Background: an optimization exercise with open tools, aiming at small area. Do not read the settings as production practice. In this exercise RTL edits were held to simulation tests only and were not proved equivalent to the original. Power is estimated from default activity; no workload was simulated.

**flow/run.sh**
```bash
#!/bin/bash
# synth_recipe.tcl (not shown) runs the flow's synth.tcl, then flattens the netlist and writes it again
# the make line also repeats each setting of config.mk as NAME=value (left out here)
make -C /OpenROAD-flow-scripts/flow DESIGN_CONFIG=/design/flow/config.mk WORK_HOME=/design/flow/orfs CLKGATE_MAP_FILE= SYNTH_SCRIPT=/design/flow/synth_recipe.tcl finish
```
**flow/config.mk**
```make
export PLATFORM = sky130hd
export DESIGN_NAME = jt93cx6
export DESIGN_NICKNAME = jt93cx6
export VERILOG_FILES = /design/flow/design.v
export SDC_FILE = /design/flow/constraint.sdc
export NUM_CORES = 4
export LEC_CHECK = 0
export CAP_MARGIN = 20
export CORE_MARGIN = 2
export CORE_UTILIZATION = 35
export SLEW_MARGIN = 20
```
**flow/constraint.sdc**
```tcl
create_clock -name core_clock -period 6.0 [get_ports {clk}]
set_input_delay 1.2000 -clock core_clock [delete_from_list [all_inputs] [get_ports {clk}]]
set_output_delay 1.2000 -clock core_clock [all_outputs]
set_load 0.01 [all_outputs]
```
**flow/design.v**
```verilog
module jt93cx6 #(
  parameter int AW     = 6,
  parameter int DW     = 16,
  parameter int WR_CYC = 1024,
  parameter int SEQ_RD = 1
) (
  input  logic          clk,
  input  logic          rst,
  input  logic          cs,
  input  logic          sk,
  input  logic          di,
  output logic          do_o,
  output logic          rdy,
  input  logic [AW-1:0] dump_addr,
  input  logic          dump_we,
  input  logic [DW-1:0] dump_din,
  output logic [DW-1:0] dump_dout,
  input  logic          dump_clr,
  output logic          dump_flag
);
  localparam int CMDW = AW + 2;
  localparam int CW   = $clog2((CMDW > DW) ? CMDW : DW) + 1;
  localparam int BW   = $clog2(WR_CYC + 1);
  localparam logic [CW-1:0] CMD_LAST  = CW'(CMDW - 1);
  localparam logic [CW-1:0] DATA_LAST = CW'(DW - 1);
  localparam logic [BW-1:0] BUSY_LOAD = BW'(WR_CYC);
  localparam logic [BW-1:0] BUSY_ONE  = BW'(1);
  typedef enum logic [2:0] {IDLE, CMD, READ, WDATA, BUSY} state_t;
  logic [DW-1:0] mem_q [2**AW];
  state_t          state_q, state_d;
  logic            sk_l_q;
  logic [CW-1:0]   cnt_q, cnt_d;
  logic [CMDW-2:0] cmd_q, cmd_d;
  logic [CMDW-1:0] cmd_word;
  logic [AW-1:0]   addr_q, addr_d;
  logic [DW-1:0]   sh_q, sh_d;
  logic            rd_do_q, rd_do_d;
  logic            rd_done_q, rd_done_d;
  logic            load_q, load_d;
  logic            ewen_q, ewen_d;
  logic            all_q, all_d;
  logic            hold_q, hold_d;
  logic            fill_q, fill_d;
  logic [AW-1:0]   fill_addr_q, fill_addr_d;
  logic [BW-1:0]   bcnt_q, bcnt_d;
  logic            flag_q, flag_d;
  logic            sk_rise;
  logic            fill_last;
  logic            mem_we;
  logic [AW-1:0]   mem_wa;
  logic [DW-1:0]   mem_wd;
  assign sk_rise   = sk & ~sk_l_q;
  assign fill_last = (fill_addr_q == '1);
  assign cmd_word  = {cmd_q, di};
  always_comb begin
    state_d     = state_q;
    cnt_d       = cnt_q;
    cmd_d       = cmd_q;
    addr_d      = addr_q;
    sh_d        = sh_q;
    rd_do_d     = rd_do_q;
    rd_done_d   = rd_done_q;
    load_d      = 1'b0;
    ewen_d      = ewen_q;
    all_d       = all_q;
    hold_d      = hold_q;
    fill_d      = fill_q;
    fill_addr_d = fill_addr_q;
    bcnt_d      = bcnt_q;
    mem_we      = 1'b0;
    mem_wa      = addr_q;
    mem_wd      = sh_q;
    if (load_q) sh_d = mem_q[addr_q];
    if (!cs)    hold_d = 1'b0;
    case (state_q)
      IDLE: begin
        if (cs && !hold_q && sk_rise && di) begin
          state_d = CMD;
          cnt_d   = '0;
        end
      end
      CMD: begin
        if (!cs) begin
          state_d = IDLE;
        end else if (sk_rise) begin
          cmd_d = cmd_word[CMDW-2:0];
          cnt_d = cnt_q + 1'b1;
          if (cnt_q == CMD_LAST) begin
            cnt_d   = '0;
            addr_d  = cmd_word[AW-1:0];
            state_d = IDLE;
            hold_d  = 1'b1;
            case (cmd_word[CMDW-1:CMDW-2])
              2'b10: begin
                state_d   = READ;
                hold_d    = 1'b0;
                rd_do_d   = 1'b0;
                rd_done_d = 1'b0;
                load_d    = 1'b1;
              end
              2'b01: if (ewen_q) begin
                state_d = WDATA;
                all_d   = 1'b0;
                hold_d  = 1'b0;
              end
              2'b11: if (ewen_q) begin
                mem_we  = 1'b1;
                mem_wa  = cmd_word[AW-1:0];
                mem_wd  = '1;
                state_d = BUSY;
                bcnt_d  = BUSY_LOAD;
                fill_d  = 1'b0;
                hold_d  = 1'b0;
              end
              default: begin
                case (cmd_word[AW-1:AW-2])
                  2'b11: ewen_d = 1'b1;
                  2'b00: ewen_d = 1'b0;
                  2'b10: if (ewen_q) begin
                    state_d     = BUSY;
                    bcnt_d      = BUSY_LOAD;
                    fill_d      = 1'b1;
                    fill_addr_d = '0;
                    sh_d        = '1;
                    hold_d      = 1'b0;
                  end
                  default: if (ewen_q) begin
                    state_d = WDATA;
                    all_d   = 1'b1;
                    hold_d  = 1'b0;
                  end
                endcase
              end
            endcase
          end
        end
      end
      READ: begin
        if (!cs) begin
          state_d = IDLE;
        end else if (sk_rise) begin
          if (rd_done_q) begin
            rd_do_d = 1'b1;
          end else begin
            rd_do_d = sh_q[DW-1];
            sh_d    = {sh_q[DW-2:0], 1'b1};
            cnt_d   = cnt_q + 1'b1;
            if (cnt_q == DATA_LAST) begin
              cnt_d = '0;
              if (SEQ_RD != 0) begin
                addr_d = addr_q + 1'b1;
                load_d = 1'b1;
              end else begin
                rd_done_d = 1'b1;
              end
            end
          end
        end
      end
      WDATA: begin
        if (!cs) begin
          state_d = IDLE;
        end else if (sk_rise) begin
          sh_d  = {sh_q[DW-2:0], di};
          cnt_d = cnt_q + 1'b1;
          if (cnt_q == DATA_LAST) begin
            cnt_d   = '0;
            state_d = BUSY;
            bcnt_d  = BUSY_LOAD;
            if (all_q) begin
              fill_d      = 1'b1;
              fill_addr_d = '0;
            end else begin
              fill_d = 1'b0;
              mem_we = 1'b1;
              mem_wa = addr_q;
              mem_wd = sh_d;
            end
          end
        end
      end
      BUSY: begin
        if (fill_q) begin
          mem_we      = 1'b1;
          mem_wa      = fill_addr_q;
          fill_addr_d = fill_addr_q + 1'b1;
          if (fill_last) fill_d = 1'b0;
        end
        if (bcnt_q <= BUSY_ONE && (!fill_q || fill_last)) begin
          state_d = IDLE;
        end else if (bcnt_q > BUSY_ONE) begin
          bcnt_d = bcnt_q - 1'b1;
        end
      end
      default: state_d = IDLE;
    endcase
    flag_d = flag_q | mem_we;
    if (dump_clr) flag_d = 1'b0;
  end
  always_ff @(posedge clk or posedge rst) begin
    if (rst) begin
      state_q     <= IDLE;
      sk_l_q      <= 1'b0;
      cnt_q       <= '0;
      cmd_q       <= '0;
      addr_q      <= '0;
      sh_q        <= '0;
      rd_do_q     <= 1'b1;
      rd_done_q   <= 1'b0;
      load_q      <= 1'b0;
      ewen_q      <= 1'b0;
      all_q       <= 1'b0;
      hold_q      <= 1'b0;
      fill_q      <= 1'b0;
      fill_addr_q <= '0;
      bcnt_q      <= '0;
      flag_q      <= 1'b0;
    end else begin
      state_q     <= state_d;
      sk_l_q      <= sk;
      cnt_q       <= cnt_d;
      cmd_q       <= cmd_d;
      addr_q      <= addr_d;
      sh_q        <= sh_d;
      rd_do_q     <= rd_do_d;
      rd_done_q   <= rd_done_d;
      load_q      <= load_d;
      ewen_q      <= ewen_d;
      all_q       <= all_d;
      hold_q      <= hold_d;
      fill_q      <= fill_d;
      fill_addr_q <= fill_addr_d;
      bcnt_q      <= bcnt_d;
      flag_q      <= flag_d;
    end
  end
  always_ff @(posedge clk) begin
    if (dump_we) mem_q[dump_addr] <= dump_din;
    if (mem_we)  mem_q[mem_wa]    <= mem_wd;
    dump_dout <= mem_q[dump_addr];
  end
  assign rdy       = (state_q != BUSY);
  assign dump_flag = flag_q;
  always_comb begin
    do_o = 1'b1;
    if (state_q == BUSY)      do_o = ~cs;
    else if (state_q == READ) do_o = rd_do_q;
  end
endmodule
```
==> flow_summary.toml <==
[cts]
postCtsHoldBufs = 0
cts_root_buffer = "clkbuf_16"
h-tree-depth = 3
clockBufferDepth = 3
cts_tree = "yes"
cts_resized = 0
cts_sinks = 1102
clk_pin_slew_ns = 0.06
cts_setup_buffers = 0
clkLatencyLatePin_ns = 0.81
numCtsBuffers = 120

[global_route]
grt_max_degree = 80
antenna_found_initial = 48
grtUsageTotal_pct = 30.9
grt_pass1_vias = 47800
grt_pass1_wl_um = 404000
grt_overflow = 0

[timing]
fmax_ghz = 0.210
rsz0062_at_grt = "false"
tns_ns = 0
finalCriticalPeriod_ns = 4.76
finalCritPeriodShare_pct = 79.3
worstMarginPinSlew_ns = 1.29
hold_viol = 0
drv_slew = 0
setup_violations = 0
slew_headroom_pct = 13.9
fin_ws_ns = 1.24
fin_worst_skew_ns = 0.0540

[drt]
drt_iter0_drc = 9514
routed_wirelength_um = 297000
wire_per_inst_um = 39.1
via_count = 51700
ant_nets = 0
first_pass_iters = 8
route.detailed.drc = 0
viasPerCell = 6.81

[die]
die_w_um = 433
rows = 157
coreArea_sq_mm = 0.183
initial_utilization_pct = 35.2
die-area_sq_mm = 0.188
io_pins = 48
die_y_um = 433

[yosys]
yosysTopAreaCellShare_pct = 47.7
synth.cell_area_sq_mm = 0.0645
avgSynthCellArea_sq_um = 12.6
ys_seq_elements = 1102
synth_seq_area_share_pct = 50.6
synth_top_cells_by_count = "1024 x edfxtp_1, 800 x o21ai_0, 604 x mux2_2"
synth_top_flop_cell = "edfxtp_1"
yosysUniqueCellTypes = 86
synthArstFlopShare_pct = 5.63
synth-edff-count = 1024
synth_top_area_cell = "edfxtp_1"
yosys-top-cells-area = "edfxtp_1 48%, mux4_2 13%, mux2_2 11%"
synthCells = 5102
synth_fp_nets = 5145
synth.most_common_cell = "edfxtp_1"
ys_warn_count = 1

[placed_design]
dp.final_hpwl_um = 197000
postPlaceCellArea_sq_mm = 0.0688
place_ws_ns = 0.639
globalplace.congestion = 1.05
io_buffer_count = 47

[worst_setup_path]
path_max_fanout = 26
start_kind = "register"
critical_path_required_ns = 6.52
arrival_ns = 5.27
end_kind = "register"
worstSetupPathType = "reg -> reg"

[min_path]
hold_class = "reg -> reg"

[layout]
area_delta_synth_final_pct = 12.9
drive_gt1_share_pct = 33.2
nNetsFinal = 5039
stdcell_area_sq_mm = 0.0729

[status]
status = "timing/DRC/antenna clean"

[pwr]
ir_drop_v = 0.000291
power.density_mw_per_mm2 = 331
power_leakage_uw = 0.0235

[flow_run]
max_cap_violations = 0
-- report_power, final --
part / switching [uW] / internal [uW]
logic: 4710 / 2780
registers: 332 / 8520
clock network: 3360 / 4420
-- final cells by class --
type | instances | area, sq um
fillers | 17200 | 110000
flip-flops and latches | 1102 | 32600
clock buffers | 149 | 3130
diodes | 24 | 60.1
multi-input cells | 3364 | 29800
well taps | 2464 | 3080
clock inverters | 73 | 818
repair buffers | 388 | 3200
inverters | 20 | 76.3
-- sequential cells by signal, summed over array words and instances, names as in the netlist --
| signal | cells |
|---|---|
| fill_q | 1 |
| ewen_q | 1 |
| flag_q | 1 |
| cmd_q | 7 |
| state_q | 3 |
| sk_l_q | 1 |
| fill_addr_q | 6 |
| load_q | 1 |
| all_q | 1 |
| hold_q | 1 |
| dump_dout | 16 |
| bcnt_q | 11 |
| sh_q | 16 |
| addr_q | 6 |
| rd_do_q | 1 |
| cnt_q | 5 |
| mem_q | 1024 |
-- worst max-delay path: stages (launching register included) --
cell and delay, ns:
dfrtp_1 0.39, ha_1 0.23, nand4bb_1 0.48, or4_1 0.92, o221ai_1 0.31, o22a_1 0.23, buf_4 0.33, nand2_4 0.45
nor2_4 0.69, mux2_2 0.40
-- cell families (layout without fill, tap and decap cells) --
kind of cell             count (synthesis)  in the layout  share of synthesized area [%]
XOR/XNOR                                 3              3                         0.0407
AO/OA/AOI/OAI                         1383           1383                           13.0
multiplexers                          1133           1133                           25.9
flip-flops                            1102           1102                           50.6
buffers and inverters                  636            630                           4.15
AND/OR/NAND/NOR                        831            831                           6.06
other                                    0             24                              0
adder cells (fa/ha/maj)                 14             14                          0.271
-- per-layer routing --
| layer | global-route usage (%) | up-vias | wire length, um | share of wire, % |
|---|---|---|---|---|
| met5 | 0 | - | 253 | 0.085 |
| met4 | 20.6 | 28 | 24100 | 8.1 |
| met3 | 10.7 | 969 | 44900 | 15 |
| met2 | 43.9 | 4601 | 123000 | 42 |
| met1 | 39.7 | 26100 | 104000 | 35 |
| li1 | - | 19900 | - | - |
-- stage by stage --
| stage | hold slack, ns | util (%) | std cells | total power (uW) |
|---|---|---|---|---|
| 4_1_cts | 0.505 | 39.7 | 7559 | 23700 |
| 3_5_place_dp | 0.490 | 37.6 | 7337 | 16100 |
| 5_1_grt | 0.528 | 39.8 | 7565 | 24300 |
| 6_report | 0.514 | 39.8 | 7584 | 24100 |
| 3_3_place_gp | 0.467 | 37.6 | 7337 | 16000 |
| 2_1_floorplan | 0.444 | - | 5102 | 13000 |
-- worst paths after layout --
kind,slack [ns],cells past startpoint,end,start
max,1.24,9,mem_q[31][11],cnt_q[0]
min,0.51,1,cnt_q[3],cnt_q[3]
max reg2reg,1.24,9,mem_q[31][11],cnt_q[0]
min reg2reg,0.51,1,cnt_q[3],cnt_q[3]
max in group asynchronous,4.19,3,addr_q[3],rst
min in group asynchronous,0.80,2,cnt_q[3],rst
-- placed cells by master (no fill, tap or decap), types with 17 or more instances in the layout --
cell type	synthesis	final
dfrtp_1	61	56
mux2_1	21	21
diode_2	0	24
clkinv_1	0	21
clkbuf_1	411	28
a22oi_1	82	82
a31oi_1	24	24
o22ai_1	86	49
a22o_1	27	27
bufinv_16	0	17
edfxtp_1	1024	1024
clkdlybuf4s50_1	0	28
buf_12	0	19
mux4_2	368	368
a21oi_1	94	94
mux2i_1	140	140
nor2_4	21	23
nand4_1	18	18
o21ai_2	1	36
mux2_2	604	604
a221oi_1	131	131
buf_4	29	322
o21ai_0	800	760
clkbuf_16	0	121
nor2_1	160	155
clkinv_2	0	18
nand3_1	55	53
nor3_1	25	22
o22ai_2	0	34
nand2_1	425	423

-- afterwards: timing with drivers on the ports --
How much do the figures lean on ideal ports? The routed layout below was timed once more, with nothing changed but the port constraints.
Step 1 (the two cells are an assumption about what drives the block):
set clk [get_ports {clk}]
set_driving_cell -lib_cell sky130_fd_sc_hd__clkbuf_16 $clk
set_driving_cell -lib_cell sky130_fd_sc_hd__buf_2 [delete_from_list [all_inputs] $clk]
Step 2 also shifts input and output timing later by t, the mid clock arrival at the registers, as if the neighbouring blocks saw the same clock.
Slacks: ideal ports / drivers / drivers and shift; pairs: ideal ports / drivers.
t (ns): 0.875
slack for setup (ns): 1.244 / 1.244 / 0.499
hold slack, ns: 0.514 / 0.514 / 0.514
latest minus earliest clock arrival (ns): 0.054 / 0.055
worst slew at a driven data input, ns: 0.12
After both steps setup and hold are still met in this run. For this run, drivers alone change the setup slack by 0.000 ns; drivers and shift together by -0.745 ns.
